Background: an optimization exercise with open tools, aiming at small area, a short achievable clock period and few clock cycles per item. Do not read the settings as production practice.
Only simulation tests tie the RTL to the original design; equivalence was not proved.

Design murmur2_hash_bucket_select, start of the top module:
module murmur2_hash_bucket_select (
  input  logic        clk,
  input  logic        rst_n,
  input  logic        in_valid,
  output logic        in_stall,
  input  logic [31:0] in_data_word,
  input  logic [2:0]  in_valid_bytes,
  input  logic        in_last_word,
  input  logic [7:0]  in_key_length,
  output logic        out_valid,
  input  logic        out_stall,
  output logic [3:0]  out_bucket,
  output logic [31:0] out_hash_value,
  input  logic        cfg_valid,
  output logic        cfg_ready,
  input  logic        cfg_index,
  input  logic [31:0] cfg_data
);
For scale: about 3300 cells after synthesis, about 120 I/O pins, about 41000 µm² of cells after synthesis.
Settings: LEC_CHECK=0, CAP_MARGIN=20, CORE_MARGIN=2, CORE_UTILIZATION=60, SETUP_SLACK_MARGIN=3.5, SLEW_MARGIN=20, SYNTH_HIERARCHICAL=1, SYNTH_MINIMUM_KEEP_SIZE=0; clock period 9.0 ns.
run.sh (not shown) runs the stock make flow with config.mk's settings and CLKGATE_MAP_FILE= SYNTH_SCRIPT=/design/flow/synth_recipe.tcl, a recipe that flattens the netlist after the stock synthesis.
Testbench counts at the start, summed over its fixed seeds: cycles 19,780, keys 3,000.
==> next run, changes <==
SETUP_SLACK_MARGIN = 3   (was 3.5)
Cell count drops by 4.5%.
Core utilization shrinks by 5.3 points.
Routed wire length decreases by 7.4%.
Via count shrinks by 4.8%.
Worst hold slack degrades by 7.0 ps.
Sequential share of layout area increases by 1.7 points.
Global-route usage shrinks by 2.5 points.
==> next run, changes <==
CORE_UTILIZATION = 40   (was 60)
=> Wire length hardly moves. Worst setup slack is worse by 40 ps. Final area rose by a few percent. Sequential share of layout area fell by 0.49 points. Global-route usage fell by 11 points.

* * *

murmur2_hash_bucket_select, a different RTL version from the one above (not shown whole).
Size in the first run: ~3,300 cells after synthesis, about 380 flip-flops, about 120 I/O pins.
## murmur2_hash_bucket_select
module murmur2_hash_bucket_select (
  input  logic        clk,
  input  logic        rst_n,
  input  logic        in_valid,
  output logic        in_stall,
  input  logic [31:0] in_data_word,
  input  logic [2:0]  in_valid_bytes,
  input  logic        in_last_word,
  input  logic [7:0]  in_key_length,
  output logic        out_valid,
  input  logic        out_stall,
  output logic [3:0]  out_bucket,
  output logic [31:0] out_hash_value,
  input  logic        cfg_valid,
  output logic        cfg_ready,
  input  logic        cfg_index,
  input  logic [31:0] cfg_data
);
export LEC_CHECK = 0
export CAP_MARGIN = 20
export CORE_MARGIN = 2
export CORE_UTILIZATION = 60
export PLACE_DENSITY = 0.6
export SETUP_SLACK_MARGIN = 3.35
export SLEW_MARGIN = 20
export SYNTH_HIERARCHICAL = 1
export SYNTH_MINIMUM_KEEP_SIZE = 0
create_clock -name core_clock -period 9.0 [get_ports {clk}]
The first run passed the timing, DRC and antenna checks.
Testbench counts at the start, summed over its fixed seeds: cycles 19,770, keys 3,000.
Then changed:
--- a/flow/config.mk
+++ b/flow/config.mk
@@ -10,3 +10,3 @@
-export CORE_UTILIZATION = 60
-export PLACE_DENSITY = 0.6
-export SETUP_SLACK_MARGIN = 3.35
+export CORE_UTILIZATION = 70
+export PLACE_DENSITY = 0.72
+export SETUP_SLACK_MARGIN = 3.1
Outcome: Routed wire length went down by 1.6%; via count went up by 1.4%; fmax went down by 4.0%.

* * *

murmur2_hash_bucket_select again, from the RTL that the note above started with.
make LEC_CHECK=0 CAP_MARGIN=20 CORE_MARGIN=2 CORE_UTILIZATION=60 PLACE_DENSITY=0.6 SETUP_SLACK_MARGIN=3.2 SLEW_MARGIN=20 SYNTH_HIERARCHICAL=1 SYNTH_MINIMUM_KEEP_SIZE=0 finish   # period 9.0 ns
Testbench counts at the start, summed over its fixed seeds: cycles 19,770, keys 3,000.
Next try:
Settings changed: SETUP_SLACK_MARGIN 3.2 to 3.1.
Result: The changed run went through all stages and came out clean. Cell count fell slightly. Global-route usage is about the same. Design area fell slightly. Clock-buffer cell count stays the same.

--- another note on this design; it stands on its own ---

==> job 9746 <==
==> flow/design.v (excerpt) <==
module murmur2_hash_bucket_select (
  input  logic        clk,
  input  logic        rst_n,
  input  logic        in_valid,
  output logic        in_stall,
  input  logic [31:0] in_data_word,
  input  logic [2:0]  in_valid_bytes,
  input  logic        in_last_word,
  input  logic [7:0]  in_key_length,
  output logic        out_valid,
  input  logic        out_stall,
  output logic [3:0]  out_bucket,
  output logic [31:0] out_hash_value,
  input  logic        cfg_valid,
  output logic        cfg_ready,
  input  logic        cfg_index,
  input  logic [31:0] cfg_data
);
Settings: LEC_CHECK=0, CAP_MARGIN=20, CORE_MARGIN=2, CORE_UTILIZATION=40, SETUP_SLACK_MARGIN=2, SLEW_MARGIN=20; clock period 9.0 ns.
run.sh (not shown) runs the stock make flow with config.mk's settings and CLKGATE_MAP_FILE= SYNTH_SCRIPT=/design/flow/synth_recipe.tcl, a recipe that flattens the netlist after the stock synthesis.
==> job 1446: changes against job 9746 <==
--- a/flow/config.mk
+++ b/flow/config.mk
@@ -9,4 +9,3 @@
 export CORE_MARGIN = 2
 export CORE_UTILIZATION = 40
-export SETUP_SLACK_MARGIN = 2
 export SLEW_MARGIN = 20
==> notes.md <==
	job 9746	job 1446
Slowest-stage cell, CP	fa_1	dfxtp_1
Outcome	finished clean	finished clean
Relative slew margins	30.06%	30.21%
Post-route core utilization	45.51%	44.78%
Worst setup slack for register-to-register paths	2180 ps	1090 ps
Pin slew with the least headroom to its limit	1049 ps	1047 ps
Setup repair after global routing missed its margin	yes	no
Number of filler cells placed in the layout	8800	8876
Worst flop-to-flop path startpoint	sm1_r[2]	sm1_r[0]
Dpl hpwl	85070 um	84950 um
Number of buffer and inverter stages on the critical path	7	6
Post_cts resized	24	0
Worst-Skew Late Latency	600 ps	570 ps
Signal buf overhead	4.570%	3.711%
Final min period	6819 ps	7909 ps
Post-route worst hold slack	417.8 ps	413.2 ps
Number of placed cells counting well taps	4845	4839
Hold path endpoint	out_hash_r[0]	out_hash_r[26]
Worst Path Required	9310 ps	9300 ps
Testbench counts of job 9746, summed over its fixed seeds: cycles 19,770, keys 3,000.
Testbench counts of job 1446, summed over its fixed seeds: cycles 19,770, keys 3,000.

==> afterwards: timing with drivers on the ports <==
Ports are ideal in the flow. The routed layouts listed here were re-timed in OpenROAD.
Step 1 (the two cells are an assumption about what drives the block):
set clk [get_ports {clk}]
set_driving_cell -lib_cell sky130_fd_sc_hd__clkbuf_16 $clk
set_driving_cell -lib_cell sky130_fd_sc_hd__buf_2 [delete_from_list [all_inputs] $clk]
Step 2 adds t to the input delays and takes it off the output delays; t is the mean of the earliest and latest rising clock arrival at the registers after step 1. Input paths then give back, and output paths get back, about the clock's delay inside the block.
Three values: ideal ports, drivers, drivers and shift; two values: the first two.
run | t (ns) | setup WS [ns] | hold WS [ns] | latest minus earliest clock arrival (ns)
the first run of note 1 | 0.663 | 3.271 / 3.271 / 3.271 | 0.416 / 0.416 / 0.416 | 0.036 / 0.036
the second run of note 1 | 0.664 | 3.116 / 3.116 / 3.116 | 0.409 / 0.409 / 0.409 | 0.037 / 0.036
the third run of note 1 | 0.677 | 3.076 / 3.076 / 3.076 | 0.413 / 0.413 / 0.413 | 0.035 / 0.035
the first run of note 2 | 0.655 | 3.471 / 3.471 / 3.471 | 0.396 / 0.396 / 0.396 | 0.030 / 0.030
the second run of note 2 | 0.650 | 3.243 / 3.243 / 3.243 | 0.419 / 0.419 / 0.419 | 0.046 / 0.046
the first run of note 3 | 0.661 | 3.390 / 3.365 / 3.365 | 0.420 / 0.420 / 0.420 | 0.032 / 0.032
the second run of note 3 | 0.661 | 3.300 / 3.300 / 3.300 | 0.420 / 0.420 / 0.420 | 0.033 / 0.033
job 9746 | 0.637 | 2.181 / 2.181 / 2.181 | 0.418 / 0.418 / 0.418 | 0.051 / 0.051
job 1446 | 0.628 | 1.091 / 1.091 / 1.091 | 0.413 / 0.413 / 0.413 | 0.025 / 0.026
After both steps every run listed still meets setup and hold. For the first run of note 3, which loses most, drivers alone change the setup slack by -0.025 ns; drivers and shift together by -0.025 ns.
